This is an optimization exercise on Yosys and OpenROAD, whose aim is small area and a short achievable clock period, not a production implementation.
Only simulation tests tie the RTL to the original design; equivalence was not proved.
Power and IR drop assume default switching activity.

==> flow/design.v <==
module branch_predictor #(
  parameter  int IDX_BITS = 5,
  localparam int TAG_BITS = 30 - IDX_BITS
) (
  input  logic        clk,
  input  logic        reset,
  input  logic [31:0] if_pc,
  output logic        pred_taken,
  output logic [31:0] pred_next_pc,
  input  logic        ex_valid,
  input  logic        ex_is_branch,
  input  logic        ex_is_jump,
  input  logic [31:0] ex_pc,
  input  logic [31:0] ex_target,
  input  logic        ex_taken
);
  localparam int ENTRIES = 1 << IDX_BITS;
  logic [ENTRIES-1:0]                valid_q;
  logic [ENTRIES-1:0][TAG_BITS-1:0]  tag_q;
  logic [ENTRIES-1:0][31:0]          target_q;
  logic [ENTRIES-1:0]                isj_q;
  logic [ENTRIES-1:0][1:0]           ctr_q;
  logic [IDX_BITS-1:0]               ghr_q;
  logic [IDX_BITS-1:0] if_idx, ex_idx, rd_p, wr_p;
  logic [TAG_BITS-1:0] if_tag, ex_tag;
  logic [ENTRIES-1:0]  if_match;
  logic                if_hit, if_tkn, ex_hit, upd, taken, wr;
  logic [31:0]         if_seq, if_alt;
  logic [1:0]          ex_ctr, ctr_nxt;
  logic                unused;
  assign if_idx = if_pc[IDX_BITS+1:2];
  assign if_tag = if_pc[31:IDX_BITS+2];
  assign ex_idx = ex_pc[IDX_BITS+1:2];
  assign ex_tag = ex_pc[31:IDX_BITS+2];
  assign unused = ^{if_pc[1:0], ex_pc[1:0]};
  assign rd_p   = if_idx ^ ghr_q;
  assign wr_p   = ex_idx ^ ghr_q;
  for (genvar k = 0; k < ENTRIES; k++) begin : g_match
    assign if_match[k] = valid_q[k] && (tag_q[k] == if_tag) && (if_idx == IDX_BITS'(k));
  end
  assign if_hit       = |if_match;
  assign if_tkn       = isj_q[if_idx] || ctr_q[rd_p][1];
  assign if_seq       = if_pc + 32'd4;
  assign if_alt       = if_tkn ? target_q[if_idx] : if_seq;
  assign pred_taken   = if_hit && if_tkn;
  assign pred_next_pc = if_hit ? if_alt : if_seq;
  assign upd     = ex_valid && (ex_is_branch || ex_is_jump);
  assign taken   = ex_is_jump || ex_taken;
  assign ex_hit  = valid_q[ex_idx] && (tag_q[ex_idx] == ex_tag);
  assign wr      = upd && (ex_hit || taken) && !reset;
  assign ex_ctr  = ctr_q[wr_p];
  always_comb begin
    if (ex_is_jump)      ctr_nxt = 2'b11;
    else if (!ex_hit)    ctr_nxt = 2'b10;
    else if (ex_taken)   ctr_nxt = (ex_ctr == 2'b11) ? 2'b11 : ex_ctr + 2'b01;
    else                 ctr_nxt = (ex_ctr == 2'b00) ? 2'b00 : ex_ctr - 2'b01;
  end
  always_ff @(posedge clk) begin
    if (reset)                   ghr_q <= '0;
    else if (upd && !ex_is_jump) ghr_q <= {ghr_q[IDX_BITS-2:0], ex_taken};
  end
  for (genvar k = 0; k < ENTRIES; k++) begin : g_ent
    always_ff @(posedge clk) begin
      if (wr && ex_idx == IDX_BITS'(k)) begin
        tag_q[k]    <= ex_tag;
        target_q[k] <= ex_target;
        isj_q[k]    <= ex_is_jump;
      end
      valid_q[k] <= !reset && (valid_q[k] || (wr && ex_idx == IDX_BITS'(k)));
      if (reset)                               ctr_q[k] <= 2'b01;
      else if (wr && wr_p == IDX_BITS'(k))     ctr_q[k] <= ctr_nxt;
    end
  end
endmodule
==> flow/run.sh <==
#!/bin/bash
# synth_recipe.tcl (not shown) runs the flow's synth.tcl, then flattens the netlist and writes it again
# the make line also repeats each setting of config.mk as NAME=value (left out here)
make -C /OpenROAD-flow-scripts/flow DESIGN_CONFIG=/design/flow/config.mk WORK_HOME=/design/flow/orfs CLKGATE_MAP_FILE= SYNTH_SCRIPT=/design/flow/synth_recipe.tcl finish
==> flow/config.mk <==
export PLATFORM = sky130hd
export DESIGN_NAME = branch_predictor
export DESIGN_NICKNAME = branch_predictor
export VERILOG_FILES = /design/flow/design.v
export SDC_FILE = /design/flow/constraint.sdc
export NUM_CORES = 4
export LEC_CHECK = 0
export CAP_MARGIN = 20
export CORE_MARGIN = 2
export CORE_UTILIZATION = 50
export CTS_BUF_LIST = sky130_fd_sc_hd__clkbuf_8
export CTS_CLUSTER_DIAMETER = 60
export CTS_CLUSTER_SIZE = 12
export SETUP_SLACK_MARGIN = 2.2
export SLEW_MARGIN = 20
==> flow/constraint.sdc <==
create_clock -name core_clock -period 7.5 [get_ports {clk}]
set_input_delay 1.5000 -clock core_clock [delete_from_list [all_inputs] [get_ports {clk}]]
set_output_delay 1.5000 -clock core_clock [all_outputs]
set_load 0.01 [all_outputs]
==> results of run 1 <==
logic make-up (layout without fill, tap and decap cells):
group           count (synthesis)  in the layout  synth area share (%)
flops                        1957           1957                  66.4
simple gates                  862            862                  5.21
xor+xnor                      858            858                  8.64
mux                           739            739                  15.5
buf+inv                       332            853                  1.75
compound gates                288            288                  2.38
fa+ha+maj                       8              8                 0.109
other cells                     0              4                     0
worst reg2reg max path: stages, from the launching register on:
cell and delay, ns:
sky130_fd_sc_hd__edfxtp_1 0.46, sky130_fd_sc_hd__mux4_2 0.48, sky130_fd_sc_hd__a22o_1 0.38, sky130_fd_sc_hd__a211oi_4 0.43
sky130_fd_sc_hd__nor3_1 0.15, sky130_fd_sc_hd__nor4b_4 0.50, sky130_fd_sc_hd__nand4_1 0.22, sky130_fd_sc_hd__nor4_4 0.28
sky130_fd_sc_hd__and3_1 0.33, sky130_fd_sc_hd__buf_4 0.23, sky130_fd_sc_hd__o21ai_2 0.18, sky130_fd_sc_hd__nor2_4 0.23
sky130_fd_sc_hd__buf_12 0.23, sky130_fd_sc_hd__buf_4 0.25
area by class of cell:
type | instances | area share [%]
Antenna cell | 4 | 0.0100
Multi-Input combinational cell | 2755 | 29.2
Timing Repair Buffer | 577 | 6.77
Inverter | 13 | 0.0513
Sequential cell | 1957 | 57.7
Tap cell | 2325 | 2.91
Clock buffer | 197 | 2.71
Clock inverter | 66 | 0.602
through the flow:
stage	power, W	worst slack, ns	cell area [um2]
floorplan	0.0132	1.47	87300
global placement	0.0141	0.273	93500
detailed placement	0.0141	0.336	93500
CTS	0.0206	1.53	99600
global route	0.0211	1.39	100000
finish	0.0206	1.45	100000
routing by layer:
metal | track usage [%] | part of all wire [%] | routed length [um]
met1 | 47.1 | 38 | 118000
met2 | 53.0 | 45 | 142000
met3 | 7.04 | 9.8 | 30700
met4 | 21.6 | 7.3 | 23000
met5 | 0 | 0.019 | 60
where the power goes:
part	leakage [nW]	switching, W	total (W)	internal (W)
Combinational	11.8	0.00132	0.00210	0.000790
Sequential	17.5	0.0000224	0.0120	0.0120
Clock	1.75	0.00375	0.00647	0.00272
cell usage in the layout, fill, tap and decap left out, types with 46 or more instances in the layout:
master and instances:
sky130_fd_sc_hd__dfxtp_1 101, sky130_fd_sc_hd__buf_6 60, sky130_fd_sc_hd__nor3_1 49, sky130_fd_sc_hd__buf_12 102
sky130_fd_sc_hd__edfxtp_1 1856, sky130_fd_sc_hd__nor2_1 105, sky130_fd_sc_hd__clkbuf_8 197, sky130_fd_sc_hd__nand4_1 218
sky130_fd_sc_hd__nand2_1 151, sky130_fd_sc_hd__nand3_1 105, sky130_fd_sc_hd__xnor2_1 790, sky130_fd_sc_hd__mux4_2 485
sky130_fd_sc_hd__mux2i_1 240, sky130_fd_sc_hd__xor2_1 46, sky130_fd_sc_hd__buf_4 275
final timing paths:
path / cells past startpoint / end / slack (ns) / start
worst max-delay path: 17 / pred_next_pc[27] / 1.45 / if_pc[20]
worst min-delay path: 2 / ctr_q[15] / 0.48 / ctr_q[15]
worst max register to register: 13 / target_q[905] / 2.83 / tag_q[546]
worst min register to register: 2 / ctr_q[15] / 0.48 / ctr_q[15]
repair_timing:
| item | in CTS | in global routing |
|---|---|---|
| setup endpoints to repair | 1969 | 221 |
| gates cloned | 18 | 3 |
| pin swaps | 61 | 24 |
| gates resized for setup | 474 | 52 |
| setup buffers | 74 | 11 |
state kept, by name (all words and copies together) (netlist names):
| name | count |
|---|---|
| target_q | 1024 |
| tag_q | 800 |
| ctr_q | 64 |
| isj_q | 32 |
| valid_q | 32 |
| ghr_q | 5 |
==> impl_metrics.toml, run 1 <==
[routing]
route.vias.total = 52400
wire_per_inst_um = 39.8
viasPerCell = 6.64
postRouteWirelength_um = 314000
first_drt_pass_iteration_count = 6
drcViolationCount = 0
first_iter_violations = 7649
antenna_left = 0

[cells_and_area]
seq_area_mm2 = 0.0578
synthToLayoutAreaGrowth_pct = 15.0
final_cell_count_no_fill = 7894
fin_nets = 5605
area_taken_by_multi_input_logic_gates_mm2 = 0.0292
finish.utilization_pct = 57.7
final_layout_size_suffix_gt1_share_pct = 26.9
final.fill_count = 13400

[timing]
worst_slew_pin_slew_ns = 1.11
timing.fmax_mhz = 165
max_slew_margin_pct = 25.9
timing.final.setup_violations = 0
finalCriticalPeriod_ns = 6.05
final_number_of_hold_violating_endpoints = 0
finalClockSkew_ns = 0.0548
final.hold.worst_slack_ns = 0.480
rsz0062_at_grt = "true"
totalNegativeSetupSlack_ns = 0
slew_viol_final = 0
final_min_period_over_clock_period_pct = 80.7

[yosys]
ys_warn_count = 1
postSynthAreaPerCell_um2 = 17.2
synth.distinct_cells = 72
synth.area.top_cells = "sky130_fd_sc_hd__edfxtp_1 64%, sky130_fd_sc_hd__mux4_2 13%, sky130_fd_sc_hd__xnor2_1 8.2%, sky130_fd_sc_hd__mux2i_1 2.8%, sky130_fd_sc_hd__dfxtp_1 2.3%"
asyncSetResetFlopFracSynth_pct = 0
synth_commonest_cells = "1,856 x sky130_fd_sc_hd__edfxtp_1, 810 x sky130_fd_sc_hd__xnor2_1, 485 x sky130_fd_sc_hd__mux4_2"
total_nets_after_synthesis = 5152
synth.most_common_cell = "sky130_fd_sc_hd__edfxtp_1"
synth_enable_flop_cells = 1856
synthesized_flop_and_latch_total = 1957
synthCells = 5044
yosysSeqAreaShare_pct = 66.4
yosys.area.top_type = "sky130_fd_sc_hd__edfxtp_1"
dominantRegCellSynth = "sky130_fd_sc_hd__edfxtp_1"
post-synth-top-area-fraction_pct = 64.1
synthesis.area_mm2 = 0.0870

[global_routing]
grt_pass1_wl_um = 426000
grt_max_degree = 76
global_route.usage.total_pct = 35.0
gr-total-overflow = 0
antenna_violations_before_repair = 17
grt_pass1_vias = 51700

[pwr]
power-per-cell-area_mw_per_mm2 = 206
power.leakage_nw = 31.1
irDropWorstVdd_mv = 0.223

[status]
run_status = "no timing/DRC/antenna violations"

[die]
die_area_mm2 = 0.177
placementRows = 153
die_width_um = 421
core_region_area_mm2 = 0.173
die_h_um = 421
io-pin-count = 135
start_util_pct = 50.1

[clocking]
cts-buffers-inserted = 193
holdBufCountCts = 0
clock_tree.htree_level_count = 4
clk_transition_reported_paths_ns = 0.08
clockRootBuffer = "sky130_fd_sc_hd__clkbuf_8"
cts.sink_count = 1957
clock_network_latency_to_the_later_pin_of_the_worst_skew_pair_ns = 1.03
cts_max_path_buffers = 3
tritoncts = "done"

[hold_path]
hold_class = "flop to flop"

[place]
dp_hpwl_um = 194000
placer_congestion_estimate = 1.00
placedCellCount = 7518
numPortBuffers = 132

[critical_path]
arrival_ns = 4.55
cp-start-kind = "primary input"
crit_family = "buffers and inverters"
critical_path.endpoint_type = "output pin"
worstPathMaxFanout = 9
critical-path-slowest-cell = "sky130_fd_sc_hd__nand4_1"
worstPathCellList = "buf_12, buf_12, buf_6, xnor2_1, nand4_1, buf_4, nor4_2, nand4_1, nand4_1, nor4_2, a211oi_4, buf_6, buf_6, buf_4, nand2_1, o21ai_2, buf_2"
critical-path-max-stage-delay_ns = 0.35
timing.critical_path.buf_inv = 8
critPathRequiredTime_ns = 6.00
criticalPathCategory = "primary input to output pin"

[flow_run]
cap_violations = 0
==> run 2: changes to the inputs <==
==> flow/flow/run.sh (new file) <==
#!/bin/bash
# Standard layout, with the fetch-side ports (if_pc, pred_next_pc, pred_taken) kept together on
# one edge so the combinational fetch path does not cross the die twice.
set -e
here=$(pwd)
export IO_CONSTRAINTS="$here/flow/io.tcl"
bash standard.sh > "$here/standard.log" 2>&1
==> flow/flow/io.tcl (new file) <==
# fetch-side ports together on the bottom edge, execute-side ports on the top edge
set fetch_pins {}
for {set i 0} {$i < 32} {incr i} {
  lappend fetch_pins "if_pc\[$i\]" "pred_next_pc\[$i\]"
}
lappend fetch_pins pred_taken
set_io_pin_constraint -pin_names $fetch_pins -region bottom:*
==> flow/standard.sh (new file) <==
#!/bin/bash
# synth_recipe.tcl (not shown) runs the flow's synth.tcl, then flattens the netlist and writes it again
# the make line also repeats each setting of config.mk as NAME=value (left out here)
make -C /OpenROAD-flow-scripts/flow DESIGN_CONFIG=/design/flow/config.mk WORK_HOME=/design/flow/orfs CLKGATE_MAP_FILE= SYNTH_SCRIPT=/design/flow/synth_recipe.tcl "${@:-finish}"
removed: flow/run.sh
==> impl_metrics.toml, run 2 <==
[global_routing]
grt-busiest-layer = "met2"
antenna_violations_before_repair = 17
grt_pass1_wl_um = 431000
grtUsageMet1_pct = 47.0
global_route.usage.total_pct = 35.6
grt_pass1_vias = 51100
use_met2_pct = 54.7
grt_max_degree = 105
grt_util_met3_pct = 6.83
gr-total-overflow = 0

[routing]
first_iter_violations = 7442
wire_per_inst_um = 40.2
antenna_left = 0
postRouteWirelength_um = 320000
drcViolationCount = 0
viasPerCell = 6.62
first_drt_pass_iteration_count = 8
route.vias.total = 52600

[cells_and_area]
synthToLayoutAreaGrowth_pct = 15.3
reg.largest.list = "target_q: 1024 flops, tag_q: 800 flops, ctr_q: 64 flops"
largest_register_by_flop_count = "target_q"
largest_register_ff_count = 1024
final_layout_size_suffix_gt1_share_pct = 27.0
top_library_cells_by_usage_in_the_layout_fill_and_taps_aside = "1,856 x sky130_fd_sc_hd__edfxtp_1, 799 x sky130_fd_sc_hd__xnor2_1, 485 x sky130_fd_sc_hd__mux4_2"
area_taken_by_multi_input_logic_gates_mm2 = 0.0289
fin_nets = 5652
final.fill_count = 13400
seq_area_mm2 = 0.0578
layout_commonest_cell = "sky130_fd_sc_hd__edfxtp_1"

[critical_path]
criticalPathCategory = "primary input to output pin"
critical_path.endpoint_type = "output pin"
cp-start-kind = "primary input"
worstPathMaxFanout = 6
critPathRequiredTime_ns = 6.00
arrival_ns = 4.49
r2r_slack_ns = 2.87

[yosys]
synth.area.top_cells = "sky130_fd_sc_hd__edfxtp_1 64%, sky130_fd_sc_hd__mux4_2 13%, sky130_fd_sc_hd__xnor2_1 8.2%, sky130_fd_sc_hd__mux2i_1 2.8%, sky130_fd_sc_hd__dfxtp_1 2.3%"
dominantRegCellSynth = "sky130_fd_sc_hd__edfxtp_1"
synthesized_flop_and_latch_total = 1957
yosysSeqAreaShare_pct = 66.4
synthesis.area_mm2 = 0.0870
ys_warn_count = 1
postSynthAreaPerCell_um2 = 17.2
asyncSetResetFlopFracSynth_pct = 0
synth.distinct_cells = 72
synth_commonest_cells = "1,856 x sky130_fd_sc_hd__edfxtp_1, 810 x sky130_fd_sc_hd__xnor2_1, 485 x sky130_fd_sc_hd__mux4_2"
post-synth-top-area-fraction_pct = 64.1
synth.most_common_cell = "sky130_fd_sc_hd__edfxtp_1"
synth_enable_flop_cells = 1856
yosys.area.top_type = "sky130_fd_sc_hd__edfxtp_1"
synthCells = 5044
total_nets_after_synthesis = 5152

[timing]
finalClockSkew_ns = 0.0673
final_number_of_hold_violating_endpoints = 0
finalCriticalPeriod_ns = 5.99
slew_viol_final = 0
worst_slew_pin_slew_ns = 1.16
max_slew_margin_pct = 22.5
totalNegativeSetupSlack_ns = 0
rsz0062_at_grt = "true"
timing.final.setup_violations = 0
final_min_period_over_clock_period_pct = 79.9
timing.fmax_mhz = 167

[die]
die_width_um = 421
core_region_area_mm2 = 0.173
die_area_mm2 = 0.177
io-pin-count = 135
die_h_um = 421
placementRows = 153
start_util_pct = 50.1

[clocking]
tritoncts = "done"
clock_network_latency_to_the_later_pin_of_the_worst_skew_pair_ns = 1.02
holdBufCountCts = 0
cts-buffers-inserted = 192
cts.sink_count = 1957
clock_tree.htree_level_count = 4
clk_transition_reported_paths_ns = 0.08
cts_max_path_buffers = 3
clockRootBuffer = "sky130_fd_sc_hd__clkbuf_8"

[hold_path]
hold_class = "flop to flop"

[pwr]
irDropWorstVdd_mv = 0.191
fin_total_pwr_w = 0.0206
power-per-cell-area_mw_per_mm2 = 205
power.leakage_nw = 31.3

[place]
numPortBuffers = 132
placer_congestion_estimate = 1.04
dp_hpwl_um = 201000

[flow_run]
cap_violations = 0

[status]
run_status = "no timing/DRC/antenna violations"
[run 2: cell counts after synthesis]
Identical to the previous run, type by type.
[run 2: final cells by class]
class	count	share of cell area, %
tap	2325	2.90
inverter	13	0.0549
antenna	7	0.0175
sequential	1957	57.6
timing repair buffer	625	7.34
clock inverter	68	0.562
clock buffer	198	2.72
multi-input combinational	2755	28.8
[run 2: power breakdown]
part | switching, W | internal, W
combinational | 0.00135 | 0.000798
sequential | 0.0000223 | 0.0120
clock | 0.00384 | 0.00257
[run 2: stage by stage]
step / setup WS, ns / hold slack [ns] / std cells / cell area, um2 / utilization (%)
after floorplan: 1.47 / 0.440 / 5044 / 87300 / -
final: 1.51 / 0.480 / 7948 / 100000 / 57.8
after global routing: 1.53 / 0.501 / 7945 / 100000 / 57.8
after CTS: 1.56 / 0.476 / 7900 / 99300 / 57.3
after global placement: 0.242 / 0.458 / 7541 / 94100 / 54.3
after detailed placement: 0.299 / 0.463 / 7542 / 94100 / 54.3
[run 2: repair_timing]
item | CTS | global route
endpoints found under the setup margin | 1904 | 1521
pin swaps | 27 | 27
cloned | 16 | 5
gates resized for setup | 321 | 115
setup buffers | 76 | 36
[run 2: final timing paths]
| kind | start | end | cells past startpoint |
|---|---|---|---|
| max reg2reg | tag_q[66] | target_q[139] | 12 |
| max | if_pc[14] | pred_next_pc[6] | 16 |
| min | ctr_q[15] | ctr_q[15] | 2 |
| min reg2reg | ctr_q[15] | ctr_q[15] | 2 |
[run 2: cell families (layout without fill, tap and decap cells)]
logic type | count (synthesis) | in the layout | synth area share, %
xor gates and xnor gates | 858 | 858 | 8.64
adders and majority gates | 8 | 8 | 0.109
other | 0 | 7 | 0
AOI/OAI and AO/OA | 288 | 288 | 2.38
DFF | 1957 | 1957 | 66.4
buffers and inverters | 332 | 904 | 1.75
muxes | 739 | 739 | 15.5
and+or+nand+nor | 862 | 862 | 5.21
[run 2: worst max-delay path, cell delays in order]
cell and delay (ns):
sky130_fd_sc_hd__buf_2 0.16, sky130_fd_sc_hd__buf_12 0.17, sky130_fd_sc_hd__buf_4 0.18, sky130_fd_sc_hd__buf_4 0.15, sky130_fd_sc_hd__xnor2_1 0.17, sky130_fd_sc_hd__nand4_1 0.14
sky130_fd_sc_hd__nor2_1 0.35, sky130_fd_sc_hd__nand3_1 0.12, sky130_fd_sc_hd__nand4_1 0.25, sky130_fd_sc_hd__nor4_4 0.10, sky130_fd_sc_hd__a211oi_4 0.33, sky130_fd_sc_hd__buf_12 0.20
sky130_fd_sc_hd__buf_12 0.16, sky130_fd_sc_hd__mux2i_1 0.20, sky130_fd_sc_hd__buf_4 0.16, sky130_fd_sc_hd__buf_6 0.10
[run 2: metal layers]
layer  up-vias  wire [um]
li1      20900          -
met1     27900     118000
met2      3101     148000
met3       678      29900
met4         6      23600
met5         -         34
==> run 3: changes to the inputs <==
==> flow/flow/run.sh (replaced) <==
#!/bin/bash
# Standard layout, with two changes:
#  - the fetch-side ports (if_pc, pred_next_pc, pred_taken) are kept together on one edge so the
#    combinational fetch path does not cross the die twice;
#  - clock tree synthesis without dummy balancing loads, in clusters of up to 16 sinks.
set -e
here=$(pwd)
export IO_CONSTRAINTS="$here/flow/io.tcl"
export CTS_ARGS="-sink_clustering_enable -repair_clock_nets -sink_clustering_size 16 -sink_clustering_max_diameter 70 -buf_list sky130_fd_sc_hd__clkbuf_8 -dont_use_dummy_load"
bash standard.sh > "$here/standard.log" 2>&1
==> impl_metrics.toml, run 3 <==
[die]
placementRows = 153
die_width_um = 421
die_area_mm2 = 0.177
io-pin-count = 135
start_util_pct = 50.1
core_region_area_mm2 = 0.173
die_h_um = 421

[yosys]
synth.most_common_cell = "sky130_fd_sc_hd__edfxtp_1"
synth_enable_flop_cells = 1856
ys_warn_count = 1
synth_top_family_by_area = "multiplexers"
postSynthAreaPerCell_um2 = 17.2
total_nets_after_synthesis = 5152
synth-compound-area-share_pct = 2.38
synthCells = 5044
synth_simple_gate_area_share_pct = 5.21
yosysSeqAreaShare_pct = 66.4
yosys.area.top_type = "sky130_fd_sc_hd__edfxtp_1"
synth_fa_ha_area_share_pct = 0.109
dominantRegCellSynth = "sky130_fd_sc_hd__edfxtp_1"
post-synth-top-area-fraction_pct = 64.1
synth.distinct_cells = 72
asyncSetResetFlopFracSynth_pct = 0
synthesized_flop_and_latch_total = 1957
synth.area.top_cells = "sky130_fd_sc_hd__edfxtp_1 64%, sky130_fd_sc_hd__mux4_2 13%, sky130_fd_sc_hd__xnor2_1 8.2%, sky130_fd_sc_hd__mux2i_1 2.8%, sky130_fd_sc_hd__dfxtp_1 2.3%"
post_synthesis_mux_area_share_pct = 15.5
synth_commonest_cells = "1,856 x sky130_fd_sc_hd__edfxtp_1, 810 x sky130_fd_sc_hd__xnor2_1, 485 x sky130_fd_sc_hd__mux4_2"
synthesis.area_mm2 = 0.0870
synth-xor-area-share_pct = 8.64

[timing]
rsz0062_at_grt = "true"
worst_slew_pin_slew_ns = 1.28
max_slew_margin_pct = 15.0
timing.fmax_mhz = 167
timing.final.setup_violations = 0
final_min_period_over_clock_period_pct = 79.9
finalClockSkew_ns = 0.0952
finalCriticalPeriod_ns = 5.99
totalNegativeSetupSlack_ns = 0
slew_viol_final = 0
final_number_of_hold_violating_endpoints = 0

[clocking]
cts-buffers-inserted = 151
cts.sink_count = 1957
clock_tree.htree_level_count = 4
cts_max_path_buffers = 3
tritoncts = "done"
clock_network_latency_to_the_later_pin_of_the_worst_skew_pair_ns = 0.96
clk_transition_reported_paths_ns = 0.08
clockRootBuffer = "sky130_fd_sc_hd__clkbuf_8"

[routing]
route.vias.total = 52300
first_drt_pass_iteration_count = 8
viasPerCell = 6.67
wire_length_on_met2_um = 148000
antenna_left = 0
first_iter_violations = 7211
dr_wl_met3_um = 29200
wire_per_inst_um = 40.7
highest-signal-layer = "met5"
drcViolationCount = 0
postRouteWirelength_um = 319000
drt-met1-wl_um = 119000

[place]
placement_cell_area_mm2 = 0.0941
placedCellCount = 7542
placer_congestion_estimate = 1.04
numPortBuffers = 132
dp_hpwl_um = 201000

[status]
run_status = "no timing/DRC/antenna violations"

[global_routing]
grt_pass1_vias = 50600
grt_pass1_wl_um = 429000
grt_max_degree = 105
gr-total-overflow = 0
antenna_violations_before_repair = 17
global_route.usage.total_pct = 35.4

[cells_and_area]
final_cell_count_no_fill = 7840
largest_register_ff_count = 1024
synthToLayoutAreaGrowth_pct = 14.2
reg.largest.list = "target_q: 1024 flops, tag_q: 800 flops, ctr_q: 64 flops"
top_library_cells_by_usage_in_the_layout_fill_and_taps_aside = "1,856 x sky130_fd_sc_hd__edfxtp_1, 792 x sky130_fd_sc_hd__xnor2_1, 485 x sky130_fd_sc_hd__mux4_2"
fin_nets = 5619
layout_commonest_cell = "sky130_fd_sc_hd__edfxtp_1"
finish.utilization_pct = 57.3
design_area_mm2 = 0.0993
largest_register_by_flop_count = "target_q"
final_layout_size_suffix_gt1_share_pct = 26.3

[pwr]
power-per-cell-area_mw_per_mm2 = 195
fin_total_pwr_w = 0.0194
irDropWorstVdd_mv = 0.194
power.leakage_nw = 30.7

[critical_path]
critical_path.endpoint_type = "output pin"
criticalPathCategory = "primary input to output pin"
arrival_ns = 4.49
worstPathMaxFanout = 12
cp-start-kind = "primary input"
critPathRequiredTime_ns = 6.00

[flow_run]
cap_violations = 0

[hold_path]
hold_class = "flop to flop"
==> run 3: cell type report <==
cell class	instances	area (um2)
multi-input combinational	2755	29000
timing repair buffer	633	7520
inverter	13	55.1
fill	13500	74100
tap	2325	2910
clock buffer	151	2080
sequential	1957	57800
antenna	6	15.0
==> run 3: power breakdown <==
| group | switching (W) | internal, W | leakage (nW) |
|---|---|---|---|
| combinational | 0.00135 | 0.000806 | 12.1 |
| sequential | 0.0000224 | 0.0120 | 17.5 |
| clock | 0.00341 | 0.00181 | 1.09 |
| total | 0.00479 | 0.0146 | 30.7 |
==> run 3: cell families after synthesis <==
| kind of cell | Yosys count |
|---|---|
| AO/OA/AOI/OAI | 288 |
| XOR/XNOR | 858 |
| adder cells (fa/ha/maj) | 8 |
| buffers and inverters | 332 |
| flip-flops | 1957 |
| multiplexers | 739 |
| AND/OR/NAND/NOR | 862 |
==> run 3: through the flow <==
stage / hold slack [ns] / setup WS (ns)
after floorplan: 0.440 / 1.47
final: 0.481 / 1.51
after CTS: 0.475 / 1.56
after detailed placement: 0.463 / 0.299
after global placement: 0.458 / 0.242
after global routing: 0.501 / 1.52
==> run 3: worst max-delay path, stage by stage <==
cell                              delay [ns]
sky130_fd_sc_hd__clkbuf_4               0.18
sky130_fd_sc_hd__buf_16                 0.18
sky130_fd_sc_hd__buf_4                  0.18
sky130_fd_sc_hd__xnor2_2                0.18
sky130_fd_sc_hd__nand4_1                0.17
sky130_fd_sc_hd__nor2_2                 0.22
sky130_fd_sc_hd__nand4_1                0.32
sky130_fd_sc_hd__nand4_1                0.26
sky130_fd_sc_hd__nor4_4                 0.08
sky130_fd_sc_hd__a211oi_4               0.32
sky130_fd_sc_hd__buf_12                 0.21
sky130_fd_sc_hd__buf_16                 0.16
sky130_fd_sc_hd__mux2i_1                0.20
sky130_fd_sc_hd__clkdlybuf4s15_2        0.25
==> run 3: path summary, 6_finish.rpt <==
path | startpoint | end | slack [ns] | depth (start not counted)
worst min-delay path | ctr_q[15] | ctr_q[15] | 0.48 | 2
worst max register to register | tag_q[521] | target_q[148] | 2.92 | 13
worst max-delay path | if_pc[25] | pred_next_pc[23] | 1.51 | 14
worst min register to register | ctr_q[15] | ctr_q[15] | 0.48 | 2
==> run 3: timing repair <==
item,CTS,global route
hold buffers,0,0
buffers inserted,75,45
pin swaps,27,48
resized for setup,335,140
endpoints found under the hold margin,0,0
endpoints found under the setup margin,1943,1783
cloned,16,5
==> run 3: routing by layer <==
| metal | track usage (%) | up-vias |
|---|---|---|
| li1 | - | 20800 |
| met1 | 46.7 | 27800 |
| met2 | 54.5 | 3042 |
| met3 | 6.58 | 687 |
| met4 | 22.5 | 6 |
| met5 | 0 | - |
==> run 4: changes to the inputs <==
--- a/flow/config.mk
+++ b/flow/config.mk
@@ -7,9 +7,10 @@
 export LEC_CHECK = 0
 export CAP_MARGIN = 20
 export CORE_MARGIN = 2
-export CORE_UTILIZATION = 50
+export CORE_UTILIZATION = 60
 export CTS_BUF_LIST = sky130_fd_sc_hd__clkbuf_8
-export CTS_CLUSTER_DIAMETER = 60
-export CTS_CLUSTER_SIZE = 12
+export CTS_CLUSTER_DIAMETER = 70
+export CTS_CLUSTER_SIZE = 16
+export PLACE_DENSITY = 0.75
 export SETUP_SLACK_MARGIN = 2.2
 export SLEW_MARGIN = 20
==> impl_metrics.toml, run 4 <==
[yosys]
yosys.area.top_type = "sky130_fd_sc_hd__edfxtp_1"
postSynthAreaPerCell_um2 = 17.2
synth_commonest_cells = "1,856 x sky130_fd_sc_hd__edfxtp_1, 810 x sky130_fd_sc_hd__xnor2_1, 485 x sky130_fd_sc_hd__mux4_2"
asyncSetResetFlopFracSynth_pct = 0
synth.most_common_cell = "sky130_fd_sc_hd__edfxtp_1"
synthesis.area_mm2 = 0.0870
ys_warn_count = 1
post-synth-top-area-fraction_pct = 64.1
synthCells = 5044
synth_enable_flop_cells = 1856
total_nets_after_synthesis = 5152
synthesized_flop_and_latch_total = 1957
dominantRegCellSynth = "sky130_fd_sc_hd__edfxtp_1"
yosysSeqAreaShare_pct = 66.4
synth.distinct_cells = 72
synth.area.top_cells = "sky130_fd_sc_hd__edfxtp_1 64%, sky130_fd_sc_hd__mux4_2 13%, sky130_fd_sc_hd__xnor2_1 8.2%, sky130_fd_sc_hd__mux2i_1 2.8%, sky130_fd_sc_hd__dfxtp_1 2.3%"

[die]
placementRows = 139
die_width_um = 385
die_area_mm2 = 0.148
start_util_pct = 60.5
io-pin-count = 135
die_h_um = 385
core_region_area_mm2 = 0.144

[timing]
slew_viol_final = 0
timing.final.setup_violations = 0
timing.fmax_mhz = 165
totalNegativeSetupSlack_ns = 0
finalCriticalPeriod_ns = 6.07
max_slew_margin_pct = 16.4
worst_slew_pin_slew_ns = 1.25
rsz0062_at_grt = "true"
final_number_of_hold_violating_endpoints = 0
final_min_period_over_clock_period_pct = 80.9
finalClockSkew_ns = 0.120

[critical_path]
worst_setup_path_startpoint = "if_pc[2]"
worstPathMaxFanout = 12
cp-start-kind = "primary input"
criticalPathCategory = "primary input to output pin"
reg2reg_depth = 13
critPathRequiredTime_ns = 6.00
regToRegEndpoint = "target_q[847]"
crit_end = "pred_next_pc[16]"
critical_path.endpoint_type = "output pin"
worstPathCellList = "buf_16, clkinvlp_4, ha_1, nor2b_4, o2111ai_1, nor3_2, nand4_1, nand4_1, nor4_4, a211oi_4, buf_12, buf_16, nor2_2, a21oi_1, clkdlybuf4s15_2"
critical-path-max-stage-delay_ns = 0.34
r2r-start = "tag_q[521]"
critical-path-slowest-cell = "sky130_fd_sc_hd__a211oi_4"
arrival_ns = 4.57
r2r_slack_ns = 2.72

[routing]
viasPerCell = 7.18
antenna_left = 0
drcViolationCount = 0
route.vias.total = 52400
first_drt_pass_iteration_count = 8
postRouteWirelength_um = 288000
first_iter_violations = 7844
wire_per_inst_um = 39.4

[clocking]
clk_transition_reported_paths_ns = 0.06
cts.sink_count = 1957
clock_network_latency_to_the_later_pin_of_the_worst_skew_pair_ns = 0.93
holdBufCountCts = 0
clock_tree.htree_level_count = 4
cts_max_path_buffers = 3
clockRootBuffer = "sky130_fd_sc_hd__clkbuf_8"
cts-buffers-inserted = 148
tritoncts = "done"

[flow_run]
cap_violations = 0

[place]
numPortBuffers = 132
placement_cell_area_mm2 = 0.0929
dp_hpwl_um = 184000
placer_congestion_estimate = 1.08

[cells_and_area]
fin_nets = 5510
layout_commonest_cell = "sky130_fd_sc_hd__edfxtp_1"
design_area_mm2 = 0.0967
largest_register_by_flop_count = "target_q"
final.fill_count = 9529
final_layout_size_suffix_gt1_share_pct = 23.8
synthToLayoutAreaGrowth_pct = 11.2
finish.utilization_pct = 67.2
top_library_cells_by_usage_in_the_layout_fill_and_taps_aside = "1,856 x sky130_fd_sc_hd__edfxtp_1, 806 x sky130_fd_sc_hd__xnor2_1, 485 x sky130_fd_sc_hd__mux4_2"
largest_register_ff_count = 1024
reg.largest.list = "target_q: 1024 flops, tag_q: 800 flops, ctr_q: 64 flops"

[global_routing]
grt_pass1_wl_um = 396000
grt_pass1_vias = 50800
global_route.usage.total_pct = 39.2
gr-total-overflow = 0
grt_max_degree = 108
antenna_violations_before_repair = 9

[hold_path]
hold_class = "flop to flop"

[pwr]
power.leakage_nw = 29.8
irDropWorstVdd_mv = 0.202
power-per-cell-area_mw_per_mm2 = 197
fin_total_pwr_w = 0.0191

[status]
run_status = "no timing/DRC/antenna violations"
run 4: layer usage:
metal	global-route usage [%]	part of all wire [%]	vias to the layer above
li1	-	-	20600
met1	52.1	35	27100
met2	59.0	45	3921
met3	8.80	12	852
met4	25.3	7.8	10
met5	0	0.022	-
run 4: area by class of cell:
cell class              count  area [um2]  area share [%]
repair buffers            527        5900            6.11
clock buffers             148        2040            2.11
flip-flops and latches   1957       57800            59.7
well taps                1903        2380            2.46
multi-input cells        2755       28600            29.5
diodes                      5        12.5          0.0129
inverters                  13        53.8          0.0556
run 4: worst min path at each step:
stage	slack, ns	cells after the start	startpoint	to
6_report	0.48	2	ctr_q[47]	ctr_q[47]
5_1_grt	0.49	2	ctr_q[47]	ctr_q[47]
4_1_cts	0.48	2	ctr_q[47]	ctr_q[47]
3_5_place_dp	0.47	2	ctr_q[15]	ctr_q[15]
3_3_place_gp	0.46	2	ctr_q[15]	ctr_q[15]
2_1_floorplan	0.44	2	ctr_q[35]	ctr_q[35]
run 4: report_power, final:
group | internal (W) | switching, W | total (W)
Clock | 0.00177 | 0.00328 | 0.00505
Sequential | 0.0120 | 0.0000230 | 0.0120
Combinational | 0.000756 | 0.00126 | 0.00202
Total | 0.0145 | 0.00457 | 0.0191
run 4: cells by family (layout without fill, tap and decap cells):
group,after synthesis,count (layout),synth area share (%)
other,0,5,0
xor gates and xnor gates,858,858,8.64
AOI/OAI and AO/OA,288,288,2.38
muxes,739,739,15.5
buffers and inverters,332,688,1.75
adders and majority gates,8,8,0.109
and+or+nand+nor,862,862,5.21
DFF,1957,1957,66.4
run 4: what timing repair did:
item,4_1_cts,5_1_grt
cloned,10,1
buffers inserted,34,26
gates resized for setup,292,72
pin swaps,15,16
endpoints found under the setup margin,1502,289
run 4: critical path: cells and delay by family:
family                     cells  cell delay [ns]
AOI/OAI and AO/OA              3             0.65
adders and majority gates      1             0.24
and+or+nand+nor                6             1.17
buffers and inverters          5             0.94
run 4: metrics by stage:
step | instances | setup WS (ns) | hold slack [ns]
after global routing | 7304 | 1.45 | 0.494
after detailed placement | 7084 | 0.562 | 0.471
after CTS | 7276 | 1.48 | 0.482
after global placement | 7084 | 0.589 | 0.459
final | 7308 | 1.43 | 0.482
after floorplan | 5044 | 1.47 | 0.440
==> run 5: changes to the inputs <==
==> flow/flow/run.sh (replaced) <==
#!/bin/bash
# Standard layout, with two changes:
#  - the fetch-side ports (if_pc, pred_next_pc, pred_taken) are kept together on one edge so the
#    combinational fetch path does not cross the die twice;
#  - clock tree synthesis without dummy balancing loads, in clusters of up to 14 sinks.
set -e
here=$(pwd)
export IO_CONSTRAINTS="$here/flow/io.tcl"
export CTS_ARGS="-sink_clustering_enable -repair_clock_nets -sink_clustering_size 14 -sink_clustering_max_diameter 70 -buf_list sky130_fd_sc_hd__clkbuf_8 -dont_use_dummy_load"
bash standard.sh > "$here/standard.log" 2>&1
--- a/flow/config.mk
+++ b/flow/config.mk
@@ -10,7 +10,7 @@
 export CORE_UTILIZATION = 60
 export CTS_BUF_LIST = sky130_fd_sc_hd__clkbuf_8
 export CTS_CLUSTER_DIAMETER = 70
-export CTS_CLUSTER_SIZE = 16
+export CTS_CLUSTER_SIZE = 14
 export PLACE_DENSITY = 0.75
-export SETUP_SLACK_MARGIN = 2.2
+export SETUP_SLACK_MARGIN = 2.0
 export SLEW_MARGIN = 20
==> impl_metrics.toml, run 5 <==
[routing]
first_drt_pass_iteration_count = 8
drcViolationCount = 0
antenna_left = 0
viasPerCell = 7.20
route.vias.total = 52600
wire_per_inst_um = 40.1
first_iter_violations = 8244
postRouteWirelength_um = 293000

[clocking]
clk_transition_reported_paths_ns = 0.07
cts-buffers-inserted = 162
cts.sink_count = 1957
clockRootBuffer = "sky130_fd_sc_hd__clkbuf_8"
clock_network_latency_to_the_later_pin_of_the_worst_skew_pair_ns = 0.97
clock_tree.htree_level_count = 4
tritoncts = "done"
cts_max_path_buffers = 3

[pwr]
power.switching_w = 0.00464
irDropWorstVdd_mv = 0.209
combinationalPowerShare_pct = 10.7
power.leakage_nw = 29.9
internal_power_w = 0.0147
power-per-cell-area_mw_per_mm2 = 199
clkPwrFrac_pct = 27.2
power.sequential.fraction_pct = 62.2
p_sw_share_pct = 24.0

[cells_and_area]
finish.utilization_pct = 67.5
synthToLayoutAreaGrowth_pct = 11.7
fin_nets = 5513
layout_commonest_cell = "sky130_fd_sc_hd__edfxtp_1"
final.fill_count = 9378
final_layout_size_suffix_gt1_share_pct = 24.4
largest_register_ff_count = 1024
reg.largest.list = "target_q: 1024 flops, tag_q: 800 flops, ctr_q: 64 flops"
largest_register_by_flop_count = "target_q"
top_library_cells_by_usage_in_the_layout_fill_and_taps_aside = "1,856 x sky130_fd_sc_hd__edfxtp_1, 805 x sky130_fd_sc_hd__xnor2_1, 485 x sky130_fd_sc_hd__mux4_2"

[yosys]
synth-compound-area-share_pct = 2.38
synth_enable_flop_cells = 1856
postSynthAreaPerCell_um2 = 17.2
synth.most_common_cell = "sky130_fd_sc_hd__edfxtp_1"
synth.area.top_cells = "sky130_fd_sc_hd__edfxtp_1 64%, sky130_fd_sc_hd__mux4_2 13%, sky130_fd_sc_hd__xnor2_1 8.2%, sky130_fd_sc_hd__mux2i_1 2.8%, sky130_fd_sc_hd__dfxtp_1 2.3%"
synth_simple_gate_area_share_pct = 5.21
ys_warn_count = 1
synthCells = 5044
yosys.area.top_type = "sky130_fd_sc_hd__edfxtp_1"
post-synth-top-area-fraction_pct = 64.1
post_synthesis_mux_area_share_pct = 15.5
synth-xor-area-share_pct = 8.64
synth_top_family_by_area = "multiplexers"
synth_commonest_cells = "1,856 x sky130_fd_sc_hd__edfxtp_1, 810 x sky130_fd_sc_hd__xnor2_1, 485 x sky130_fd_sc_hd__mux4_2"
yosysSeqAreaShare_pct = 66.4
total_nets_after_synthesis = 5152
dominantRegCellSynth = "sky130_fd_sc_hd__edfxtp_1"
asyncSetResetFlopFracSynth_pct = 0
synthesized_flop_and_latch_total = 1957
synthesis.area_mm2 = 0.0870
synth_fa_ha_area_share_pct = 0.109
synth.distinct_cells = 72

[timing]
max_slew_margin_pct = 26.6
finalClockSkew_ns = 0.0911
timing.fmax_mhz = 166
worst_slew_pin_slew_ns = 1.10
finalCriticalPeriod_ns = 6.02
timing.final.setup_violations = 0
slew_viol_final = 0
totalNegativeSetupSlack_ns = 0
rsz0062_at_grt = "true"
final_min_period_over_clock_period_pct = 80.3
final_number_of_hold_violating_endpoints = 0

[hold_path]
worst_min_delay_path_startpoint = "ctr_q[27]"
hold_path_end = "ctr_q[27]"
hold_class = "flop to flop"
worstHoldPathCells = 2

[die]
die_area_mm2 = 0.148
die_h_um = 385
io-pin-count = 135
core_region_area_mm2 = 0.144
start_util_pct = 60.5
die_width_um = 385
placementRows = 139

[critical_path]
r2r-start = "tag_q[652]"
arrival_ns = 4.52
worstPathMaxFanout = 35
critical_path.endpoint_type = "output pin"
criticalPathCategory = "primary input to output pin"
reg2reg_depth = 12
r2r_slack_ns = 2.52
critPathRequiredTime_ns = 6.00
regToRegEndpoint = "target_q[149]"
cp-start-kind = "primary input"

[global_routing]
gr-total-overflow = 0
grt_pass1_vias = 50300
global_route.usage.total_pct = 39.2
grt_pass1_wl_um = 395000
grt_max_degree = 100
antenna_violations_before_repair = 7

[place]
numPortBuffers = 132
placer_congestion_estimate = 1.05
dp_hpwl_um = 182000

[status]
run_status = "no timing/DRC/antenna violations"

[flow_run]
cap_violations = 0
-- run 5: worst max-delay path, cell delays in order --
cell                       delay, ns
sky130_fd_sc_hd__buf_2          0.12
sky130_fd_sc_hd__buf_16         0.22
sky130_fd_sc_hd__xnor2_1        0.33
sky130_fd_sc_hd__nand4_1        0.22
sky130_fd_sc_hd__nor3_4         0.32
sky130_fd_sc_hd__and3_1         0.28
sky130_fd_sc_hd__a31oi_4        0.08
sky130_fd_sc_hd__nand4_1        0.19
sky130_fd_sc_hd__nor4_4         0.06
sky130_fd_sc_hd__a211oi_4       0.32
sky130_fd_sc_hd__buf_12         0.21
sky130_fd_sc_hd__buf_12         0.17
sky130_fd_sc_hd__buf_8          0.13
sky130_fd_sc_hd__nor2_4         0.03
sky130_fd_sc_hd__a21oi_2        0.14
sky130_fd_sc_hd__buf_2          0.15
-- run 5: final cells by class --
class / count / area (um2) / share of cell area [%]
timing repair buffer: 516 / 5980 / 6.15
clock buffer: 162 / 2230 / 2.30
tap: 1903 / 2380 / 2.45
multi-input combinational: 2755 / 28700 / 29.6
inverter: 13 / 52.6 / 0.0541
antenna: 4 / 10.0 / 0.0103
sequential: 1957 / 57800 / 59.4
-- run 5: worst max path at each step --
stage	from	to	slack, ns	depth (start not counted)
final	if_pc[19]	pred_next_pc[8]	1.48	16
after detailed placement	if_pc[22]	pred_next_pc[23]	0.53	13
after floorplan	ex_pc[2]	isj_q[23]	1.47	12
after global routing	if_pc[2]	pred_next_pc[4]	1.52	15
after CTS	if_pc[15]	pred_next_pc[16]	1.51	17
after global placement	if_pc[22]	pred_next_pc[16]	0.52	14
-- run 5: through the flow --
stage | hold slack, ns | total power [W] | area (um2) | worst slack, ns | cells
3_5_place_dp | 0.466 | 0.0141 | 92900 | 0.529 | 7068
5_1_grt | 0.498 | 0.0197 | 97100 | 1.52 | 7308
6_report | 0.483 | 0.0193 | 97200 | 1.48 | 7310
3_3_place_gp | 0.458 | 0.0141 | 92900 | 0.520 | 7068
2_1_floorplan | 0.440 | 0.0132 | 87300 | 1.47 | 5044
4_1_cts | 0.481 | 0.0192 | 96300 | 1.51 | 7271
-- run 5: cells by family after synthesis --
logic type	Yosys count
and+or+nand+nor	862
DFF	1957
adders and majority gates	8
AOI/OAI and AO/OA	288
muxes	739
buffers and inverters	332
xor gates and xnor gates	858
-- run 5: metal layers --
metal	GRT usage (%)	vias up	routed length, um
li1	-	20500	-
met1	52.0	27000	101000
met2	59.3	4198	132000
met3	8.32	861	35400
met4	25.8	2	24200
met5	0	-	14
-- run 5: repair_timing --
item / in CTS / in global routing
pin swaps: 14 / 30
hold buffers: 0 / 0
gates resized for setup: 210 / 194
buffers inserted: 32 / 29
setup endpoints to repair: 1451 / 508
gates cloned: 9 / 6
-- run 5: power by group through the flow --
stage               sequential, W  clock, W  combinational (W)
floorplan                  0.0122         0            0.00100
global placement           0.0123         0            0.00186
detailed placement         0.0123         0            0.00187
CTS                        0.0120   0.00528            0.00195
global route               0.0120   0.00562            0.00208
finish                     0.0120   0.00525            0.00206

## static timing again, ports no longer ideal
The results above use ideal ports. As a check the final layouts listed here were re-extracted and re-timed, cells and wires unchanged. Step 1, drivers: a clkbuf_16 drives clk and a buf_2 each remaining input, both assumed. Step 2 times the ports against the registers' clock, not the clock port: input delays grow and output delays shrink by t, the midpoint of the rising clock arrivals with the driver on. a / b / c = ideal / step 1 / step 2; a / b = the first two.
| run | t (ns) | setup WS [ns] | worst data-port slew with drivers (ns) |
|---|---|---|---|
| run 1 | 1.087 | 1.448 / 1.357 / 1.125 | 0.14 |
| run 2 | 1.079 | 1.510 / 1.308 / 1.033 | 0.28 |
| run 3 | 1.002 | 1.511 / 1.284 / 1.150 | 0.31 |
| run 4 | 0.948 | 1.429 / 1.139 / 0.940 | 0.36 |
| run 5 | 1.003 | 1.476 / 1.273 / 0.837 | 0.31 |
After both steps setup and hold are still met in every run listed. The setup slack of run 5, which loses most, moves by -0.203 ns with the drivers and by -0.639 ns with both steps.
